Background: an optimization exercise with open tools, aiming at small area, a short achievable clock period and few clock cycles per item. Do not read the settings as production practice.
Where RTL was checked, it was by simulation tests only, not by an equivalence proof against the original.

// aes128_iter_core
module aes128_iter_core #(
    parameter int unsigned ROUNDS_PER_CYCLE = 1
) (
    input  logic         clk,
    input  logic         rst_n,
    input  logic         in_valid,
    output logic         in_ready,
    input  logic [127:0] plaintext,
    input  logic [127:0] key,
    output logic         out_valid,
    input  logic         out_ready,
    output logic [127:0] ciphertext
);
    logic [127:0] a_s, a_k;         
    logic [127:0] b_u, b_k;         
    logic [111:0] b_m;              
    logic [15:0]  b_km;             
    logic [127:0] o_ct;             
    logic         o_v;
    logic         va, pa;           
    logic [3:0]   ra;               
    logic         vb, pb, lb;       
    logic [3:0]   rb;               
    logic         fa;               
    logic         fp;               
    logic [127:0] u;
    logic [111:0] m;
    logic [27:0]  km;
    logic [31:0]  w3a;
    aes_xor_bank #(.W(128)) u_ark (.a(a_s), .b(a_k), .y(u));
    for (genvar j = 0; j < 16; j++) begin : g_top
        aes_sbox_top u_st (.x(u[8*j +: 8]), .m(m[7*j +: 7]));
    end
    assign w3a = {a_k[23:0], a_k[31:24]};
    for (genvar j = 0; j < 4; j++) begin : g_ktop
        aes_sbox_top u_kt (.x(w3a[8*j +: 8]), .m(km[7*j +: 7]));
    end
    always_ff @(posedge clk) begin
        b_u  <= u;
        b_m  <= m;
        b_k  <= a_k;
        for (int j = 0; j < 4; j++) b_km[4*j +: 4] <= km[7*j + 3 +: 4];
    end
    logic [127:0] sub, shf, mc_n, kn_n, fin_ct_n;
    logic [31:0]  w3b, subrot;
    logic [31:0]  w0, w1, w2, w3, p0, p1, p2, p3;
    logic [7:0]   rcon;
    for (genvar j = 0; j < 16; j++) begin : g_bot
        aes_sbox_bot7 u_sb (.x(b_u[8*j +: 8]), .m(b_m[7*j +: 7]), .y(sub[8*j +: 8]));
    end
    always_comb begin
        for (int c = 0; c < 4; c++) begin
            for (int r = 0; r < 4; r++) begin
                shf[127-8*(4*c+r) -: 8] = sub[127-8*(4*((c+r)%4)+r) -: 8];
            end
        end
    end
  ...
Size: ~5500 cells after synthesis, about 790 flip-flops, about 52000 sq um of cells after synthesis.
export LEC_CHECK = 0
export CAP_MARGIN = 20
export CORE_MARGIN = 2
export CORE_UTILIZATION = 55
export PLACE_DENSITY = 0.75
export SETUP_SLACK_MARGIN = 2.8
export SLEW_MARGIN = 20
export SYNTH_HIERARCHICAL = 1
create_clock -name core_clock -period 6.5 [get_ports {clk}]
standard.sh (not shown) runs the stock make flow with config.mk's settings and CLKGATE_MAP_FILE= SYNTH_SCRIPT=/design/flow/synth_recipe.tcl, a recipe that flattens the netlist after the stock synthesis.
==> flow/flow/run.sh <==
#!/bin/bash
# Layout flow: the standard ORFS flow (standard.sh, unchanged synthesis), with the
# port buffers that placement inserts on every input and output made buf_1 cells
# instead of the default pick, and ORFS settings passed as make variables.
set -euo pipefail
cd "$(dirname "$0")/.."
bash standard.sh "BUFFER_PORTS_ARGS=-buffer_cell sky130_fd_sc_hd__buf_1" finish > standard_flow.log 2>&1
test -f out/final.def
The first run produced a clean layout.
Testbench counts at the start, summed over its fixed seeds: cycles 16,024, items 1,600.
Then changed:
==> flow/flow/run.sh (replaced) <==
#!/bin/bash
# Layout flow: the standard ORFS flow (standard.sh, unchanged synthesis), with the
# port buffers that placement inserts on every input and output made buf_2 cells
# instead of the default pick, and ORFS settings passed as make variables.
set -euo pipefail
cd "$(dirname "$0")/.."
bash standard.sh "BUFFER_PORTS_ARGS=-buffer_cell sky130_fd_sc_hd__buf_2" finish > standard_flow.log 2>&1
test -f out/final.def
Settings changed: SETUP_SLACK_MARGIN 2.8 to 3.1.
Setup slack improves by 0.27 ns.
Hold slack is worse by 0.011 ns.
Global-route usage went up by 1.0 points.
Area after synthesis is unchanged.
Die area does not change.
First-iteration DRC count grows by 15%.
Then changed:
==> flow/flow/run.sh (replaced) <==
#!/bin/bash
# Layout flow: the standard ORFS flow (standard.sh, unchanged synthesis), with the
# port buffers that placement inserts on every input and output made buf_1 cells
# instead of the default pick, and ORFS settings passed as make variables.
set -euo pipefail
cd "$(dirname "$0")/.."
bash standard.sh "BUFFER_PORTS_ARGS=-buffer_cell sky130_fd_sc_hd__buf_1" finish > standard_flow.log 2>&1
test -f out/final.def
Settings changed: CTS_CLUSTER_DIAMETER set to 90, CTS_CLUSTER_SIZE set to 27, SETUP_SLACK_MARGIN 3.1 to 2.95.
Setup slack got worse by 0.071 ns. Critical path depth rose by 1. Routed wire length fell by 3.9%. Via count fell by 2.7%. Fmax fell by 2.0%. Core utilization fell by 4.8 points. Final area fell by 7.0%. Sequential share of layout area rose by 1.8 points. Final cell count fell by 2.4%.
Then changed:
==> flow/flow/run.sh (replaced) <==
#!/bin/bash
# Layout flow: the standard ORFS flow (standard.sh, unchanged synthesis), with the
# port buffers that placement inserts on every input and output made buf_2 cells
# instead of the default pick, and ORFS settings passed as make variables.
set -euo pipefail
cd "$(dirname "$0")/.."
bash standard.sh "BUFFER_PORTS_ARGS=-buffer_cell sky130_fd_sc_hd__buf_2" finish > standard_flow.log 2>&1
test -f out/final.def
Outcome: Synthesized area is unchanged. Final cell count is about the same. Final area climbs slightly. Wire length is higher slightly. Sequential share of layout area drops by 0.16 points. Fmax increases slightly. Hold slack stays flat. Clock-buffer cell count goes down by 7.

* * *

## run A
Another version of the RTL of aes128_iter_core (not shown whole).
Size: about 740 flip-flops, about 390 I/O pins, about 0.052 mm^2 of cells after synthesis.
export LEC_CHECK = 0
export CAP_MARGIN = 20
export CORE_MARGIN = 2
export CORE_UTILIZATION = 55
export PLACE_DENSITY = 0.75
export SETUP_SLACK_MARGIN = 3.2
export SLEW_MARGIN = 20
export SYNTH_HIERARCHICAL = 1
create_clock -name core_clock -period 6.5 [get_ports {clk}]
run.sh (not shown) runs the stock make flow with config.mk's settings and CLKGATE_MAP_FILE= SYNTH_SCRIPT=/design/flow/synth_recipe.tcl, a recipe that flattens the netlist after the stock synthesis.
Stock flow here: none of the scripts above is used.
Run A: flow completed, timing, DRC and antenna clean
Inputs modified between run A and run B:
Settings: CORE_UTILIZATION changed from 55 to 40; PLACE_DENSITY changed from 0.75 to 0.6; SETUP_SLACK_MARGIN changed from 3.2 to 2.5.
## What came out
Every stage of the flow completed for run B, and the final layout passed the timing, DRC and antenna checks. Compared with run A, in run B core utilization fell 28 points; vias after detailed routing fell 9.7%; detailed-routed wire length on met2 fell 4500 um; sequential share of layout area rose 2.8 points. Diff run A..run B | post-synthesis share of cell area spent on xor and xnor gates | unchanged. The least setup slack across all paths after layout in run B sits 0.41 ns below the value recorded for run A.
Modified inputs, run C compared to run B
Settings: changing SETUP_SLACK_MARGIN from 2.5 to 3.2.
Findings:
Relative to run B, worst path arrival time decreased by 0.64 ns in run C.
Of the two candidates, run B has the worse hold slack and run C the better one.
Across both runs, met2 demand-to-capacity share in global routing was higher for run C than for run B.
From run B to run C the numbers moved as follows: share of final-layout standard cells stronger than drive strength 1 went up by 19 points, routability congestion estimate from global placement essentially unchanged.
Here is what was changed in the inputs of run D compared with run C.
Settings: CORE_UTILIZATION changed from 40 to 55; PLACE_DENSITY changed from 0.6 to 0.75; SETUP_SLACK_MARGIN changed from 3.2 to 2.8.
Findings:
Taking run C as 1.0, run D lands at 0.872 on cell area.
Run C has a higher die area than run D.
When run D is measured against run C, its number of cells on the critical path turns out 2 lower.
Run C → run D: fraction of standard cell area that is sequential climbed 2.9 points, count of placed standard cells in the final layout, fillers left out dropped 805.
No run of this note included a check of the RTL's function; only the layout flow was run.

* * *

## red
RTL: one of the versions met above, not the one the previous note started from.
Size in the first run: ~5500 cells after synthesis, about 390 I/O pins, about 52000 um^2 of cells after synthesis.
Settings: LEC_CHECK=0, CAP_MARGIN=20, CORE_MARGIN=2, CORE_UTILIZATION=55, CTS_CLUSTER_DIAMETER=90, CTS_CLUSTER_SIZE=27, PLACE_DENSITY=0.75, SETUP_SLACK_MARGIN=3.1, SLEW_MARGIN=20, SYNTH_HIERARCHICAL=1; clock period 6.5 ns.
standard.sh (not shown) runs the stock make flow with config.mk's settings and CLKGATE_MAP_FILE= SYNTH_SCRIPT=/design/flow/synth_recipe.tcl, a recipe that flattens the netlist after the stock synthesis.
==> flow/flow/run.sh <==
#!/bin/bash
# Layout flow: the standard ORFS flow (standard.sh, unchanged synthesis), with the
# port buffers that placement inserts on every input and output made buf_1 cells
# instead of the default pick, and ORFS settings passed as make variables.
set -euo pipefail
cd "$(dirname "$0")/.."
bash standard.sh "BUFFER_PORTS_ARGS=-buffer_cell sky130_fd_sc_hd__buf_1" finish > standard_flow.log 2>&1
test -f out/final.def
Testbench counts of red, summed over its fixed seeds: cycles 16,024, items 1,600.
--- input diff red..purple ---
# red
export LEC_CHECK = 0
export CAP_MARGIN = 20
export CORE_MARGIN = 2
export CORE_UTILIZATION = 55
export CTS_CLUSTER_DIAMETER = 90
export CTS_CLUSTER_SIZE = 27
export PLACE_DENSITY = 0.75
export SETUP_SLACK_MARGIN = 3.1
export SLEW_MARGIN = 20
export SYNTH_HIERARCHICAL = 1
create_clock -name core_clock -period 6.5 [get_ports {clk}]
# purple
export LEC_CHECK = 0
export CAP_MARGIN = 20
export CORE_MARGIN = 2
export CORE_UTILIZATION = 55
export CTS_CLUSTER_DIAMETER = 100
export CTS_CLUSTER_SIZE = 30
export PLACE_DENSITY = 0.75
export SETUP_SLACK_MARGIN = 2.8
export SLEW_MARGIN = 20
export SYNTH_HIERARCHICAL = 1
create_clock -name core_clock -period 6.5 [get_ports {clk}]
==> flow/flow/run.sh <==
#!/bin/bash
# Layout flow: the standard ORFS flow (standard.sh, unchanged synthesis), with the
# port buffers that placement inserts on every input and output made buf_2 cells
# instead of the default pick, and ORFS settings passed as make variables.
set -euo pipefail
cd "$(dirname "$0")/.."
bash standard.sh "BUFFER_PORTS_ARGS=-buffer_cell sky130_fd_sc_hd__buf_2" finish > standard_flow.log 2>&1
test -f out/final.def
## What came out
Minimum setup slack after placement was higher in the run labelled purple.
Lower cell count goes to purple over red.
Count of clock-net buffers in the final layout, purple and red, higher one = red.
Compared with red, purple shows via density per instance lower by about 0.7%.
As far as worst hold slack is concerned, purple and red perform about the same.
Diff purple and red: ratio of cells with drive above 1 in the final layout higher in purple
Compared purple vs red, and sequential share of layout area is up in purple.
Comparing routed wire length for purple and red, the smaller number came from purple.

* * *

Starting RTL as in the previous note.
clock: 6.5 ns
lec_check: 0
cap_margin: 20
core_margin: 2
core_utilization: 55
cts_cluster_diameter: 90
cts_cluster_size: 27
place_density: 0.75
setup_slack_margin: 2.8
slew_margin: 20
synth_hierarchical: 1
==> flow/flow/run.sh <==
#!/bin/bash
# Layout flow: the standard ORFS flow (standard.sh, unchanged synthesis), with the
# port buffers that placement inserts on every input and output made buf_2 cells
# instead of the default pick, and ORFS settings passed as make variables.
set -euo pipefail
cd "$(dirname "$0")/.."
bash standard.sh "BUFFER_PORTS_ARGS=-buffer_cell sky130_fd_sc_hd__buf_2" finish > standard_flow.log 2>&1
test -f out/final.def
The baseline finished with timing, DRC and antenna clean.
Testbench counts at the start, summed over its fixed seeds: cycles 16,024, items 1,600.
Rerun with:
--- a/flow/config.mk
+++ b/flow/config.mk
@@ -9,6 +9,4 @@
 export CORE_MARGIN = 2
-export CORE_UTILIZATION = 55
-export CTS_CLUSTER_DIAMETER = 90
-export CTS_CLUSTER_SIZE = 27
-export PLACE_DENSITY = 0.75
+export CORE_UTILIZATION = 65
+export PLACE_DENSITY = 0.85
 export SETUP_SLACK_MARGIN = 2.8
After rerunning: Die area decreases by about 15%. First-iteration DRC count rises by about 20%. Setup slack got worse by 110 ps.
Rerun with:
--- a/flow/config.mk
+++ b/flow/config.mk
@@ -9,4 +9,7 @@
 export CORE_MARGIN = 2
-export CORE_UTILIZATION = 65
-export PLACE_DENSITY = 0.85
+export CORE_UTILIZATION = 55
+export CTS_CLUSTER_DIAMETER = 90
+export CTS_CLUSTER_SIZE = 27
+export GPL_ROUTABILITY_DRIVEN = 0
+export PLACE_DENSITY = 0.75
 export SETUP_SLACK_MARGIN = 2.8
Outcome: Cell area goes down by 2.4%; area after synthesis does not change; wire length goes down by 2.2%; final cell count goes up by 1.4%; sequential share of layout area goes up by 0.65 points; core utilization goes down by 13 points.
Rerun with:
--- a/flow/config.mk
+++ b/flow/config.mk
@@ -10,7 +10,4 @@
 export CORE_UTILIZATION = 55
-export CTS_CLUSTER_DIAMETER = 90
-export CTS_CLUSTER_SIZE = 27
-export GPL_ROUTABILITY_DRIVEN = 0
 export PLACE_DENSITY = 0.75
-export SETUP_SLACK_MARGIN = 2.8
+export SETUP_SLACK_MARGIN = 2.5
 export SLEW_MARGIN = 20
Wire length rises by 2.3%.
Setup slack loses 180 ps.
Design area rises by 1.3%.
Global-route usage rises by 1.2 points.
Core utilization rises by 0.82 points.
Hold slack loses 12 ps.
Rerun with:
--- a/flow/config.mk
+++ b/flow/config.mk
@@ -10,4 +10,6 @@
 export CORE_UTILIZATION = 55
+export CTS_CLUSTER_DIAMETER = 90
+export CTS_CLUSTER_SIZE = 27
 export PLACE_DENSITY = 0.75
-export SETUP_SLACK_MARGIN = 2.5
+export SETUP_SLACK_MARGIN = 2.7
 export SLEW_MARGIN = 20
The new run produced a clean layout.
Cell area came out lower by 2.1%.
Wire length came out lower by 1.2%.
Register-to-register slack is better by 80 ps.
Synthesized cell count stays the same.
Synthesized area stays the same.
Via count came out lower by 1.1%.
Global-route usage came out lower by 0.56 points.
Maximum frequency came out higher by 2.0%.
Worst setup slack is better by 78 ps.
Cell count came out lower by 1.5%.
Rerun with:
--- a/flow/config.mk
+++ b/flow/config.mk
@@ -9,7 +9,7 @@
 export CORE_MARGIN = 2
-export CORE_UTILIZATION = 55
+export CORE_UTILIZATION = 50
 export CTS_CLUSTER_DIAMETER = 90
 export CTS_CLUSTER_SIZE = 27
-export PLACE_DENSITY = 0.75
-export SETUP_SLACK_MARGIN = 2.7
+export PLACE_DENSITY = 0.7
+export SETUP_SLACK_MARGIN = 2.8
 export SLEW_MARGIN = 20
=> The changed run finished clean; final area increases slightly; first-iteration DRC count falls by roughly a tenth; routed wire length grows slightly.

* * *

Another version of the RTL of aes128_iter_core (not shown whole).
Size: about 5200 cells after synthesis, about 0.052 mm² of cells after synthesis.
make LEC_CHECK=0 CAP_MARGIN=20 CORE_MARGIN=2 CORE_UTILIZATION=55 PLACE_DENSITY=0.75 SETUP_SLACK_MARGIN=2.8 SLEW_MARGIN=20 SYNTH_HIERARCHICAL=1 finish   # period 6.5 ns
run.sh (not shown) runs the stock make flow with config.mk's settings and CLKGATE_MAP_FILE= SYNTH_SCRIPT=/design/flow/synth_recipe.tcl, a recipe that flattens the netlist after the stock synthesis.
Stock flow here: none of the scripts above is used.
The first run completed without violations.
Testbench counts at the start, summed over its fixed seeds: cycles 16,024, items 1,600.
Then changed:
==> flow/flow/run.sh (new file) <==
#!/bin/bash
# Layout flow: the standard ORFS flow (standard.sh, unchanged synthesis), with the
# port buffers that placement inserts on every input and output made buf_2 cells
# instead of the default pick, and ORFS settings passed as make variables.
set -euo pipefail
cd "$(dirname "$0")/.."
bash standard.sh "BUFFER_PORTS_ARGS=-buffer_cell sky130_fd_sc_hd__buf_2" finish > standard_flow.log 2>&1
test -f out/final.def
==> flow/standard.sh (new file) <==
#!/bin/bash
# synth_recipe.tcl (not shown) runs the flow's synth.tcl, then flattens the netlist and writes it again
# the make line also repeats each setting of config.mk as NAME=value (left out here)
make -C /OpenROAD-flow-scripts/flow DESIGN_CONFIG=/design/flow/config.mk WORK_HOME=/design/flow/orfs CLKGATE_MAP_FILE= SYNTH_SCRIPT=/design/flow/synth_recipe.tcl "${@:-finish}"
CTS_BUF_LIST = sky130_fd_sc_hd__clkbuf_4 sky130_fd_sc_hd__clkbuf_8   (was default)
removed: flow/run.sh
- The new run ran to the end with no violations
- count of clock-buffer cells in the layout increases by 92
- design area falls by about 2.8%
- non-clock buffer count increases by 1
- synthesized area does not change
- core utilization came out lower by 1.8 points
- sequential cell count does not change
- global-route usage increases by 0.29 points
- setup slack gets worse by 59 ps
- synthesized cell count stays the same
Then changed:
CTS_BUF_LIST = default   (was sky130_fd_sc_hd__clkbuf_4 sky130_fd_sc_hd__clkbuf_8)
After rerunning: Core utilization went down by 0.24 points. Global-route usage drops by 0.16 points. Synthesized area stays the same. Sequential cell count is unchanged. Count of clock-buffer cells in the layout is lower by 96. Via count shrinks slightly. Wire length falls slightly. Hold slack gets better by 12 ps.

what the ideal ports hide:
How much do the figures lean on ideal ports? The routed layouts below were timed once more, with nothing changed but the port constraints.
Step 1 sets driving cells, clkbuf_16 on the clock port and buf_2 on the other inputs (assumed; they add their load-dependent delay and slew).
Step 2 adds t to the input delays and takes it off the output delays; t is the mean of the earliest and latest rising clock arrival at the registers after step 1. Input paths then give back, and output paths get back, about the clock's delay inside the block.
Three values: ideal, step 1, step 2; two values: the first two.
run	t, ns	slack for setup (ns)	worst hold slack (ns)	worst slew at a driven data input, ns
the first run of note 1	0.732	2.731 / 2.731 / 2.731	0.364 / 0.364 / 0.364	0.10
the second run of note 1	0.738	3.002 / 3.002 / 3.002	0.353 / 0.353 / 0.353	0.10
the third run of note 1	0.695	2.931 / 2.931 / 2.809	0.360 / 0.360 / 0.360	0.12
the fourth run of note 1	0.685	2.978 / 2.978 / 2.978	0.360 / 0.360 / 0.360	0.10
run A	0.736	2.943 / 2.943 / 2.578	0.358 / 0.358 / 0.358	0.07
run B	0.744	2.537 / 2.537 / 2.373	0.350 / 0.350 / 0.350	0.06
run C	0.752	3.174 / 3.174 / 2.612	0.358 / 0.358 / 0.358	0.06
run D	0.731	2.772 / 2.772 / 2.239	0.357 / 0.357 / 0.357	0.07
red	0.693	3.076 / 3.076 / 2.799	0.360 / 0.360 / 0.360	0.12
purple	0.690	2.827 / 2.827 / 2.827	0.358 / 0.358 / 0.358	0.11
the first run of note 4	0.693	2.824 / 2.824 / 2.824	0.361 / 0.361 / 0.361	0.09
the second run of note 4	0.714	2.715 / 2.715 / 2.704	0.360 / 0.360 / 0.360	0.11
the third run of note 4	0.688	2.785 / 2.785 / 2.785	0.364 / 0.364 / 0.364	0.10
the fourth run of note 4	0.738	2.604 / 2.604 / 2.604	0.352 / 0.352 / 0.352	0.09
the fifth run of note 4	0.689	2.682 / 2.682 / 2.682	0.364 / 0.364 / 0.364	0.09
the sixth run of note 4	0.735	2.821 / 2.821 / 2.821	0.360 / 0.360 / 0.360	0.12
the first run of note 5	0.740	2.824 / 2.824 / 2.321	0.348 / 0.348 / 0.348	0.09
the second run of note 5	0.906	2.766 / 2.766 / 2.727	0.348 / 0.348 / 0.348	0.10
the third run of note 5	0.743	2.820 / 2.820 / 2.707	0.361 / 0.361 / 0.361	0.10
After both steps setup and hold are still met in every run listed. For run C, which loses most, drivers alone change the setup slack by 0.000 ns; drivers and shift together by -0.562 ns.
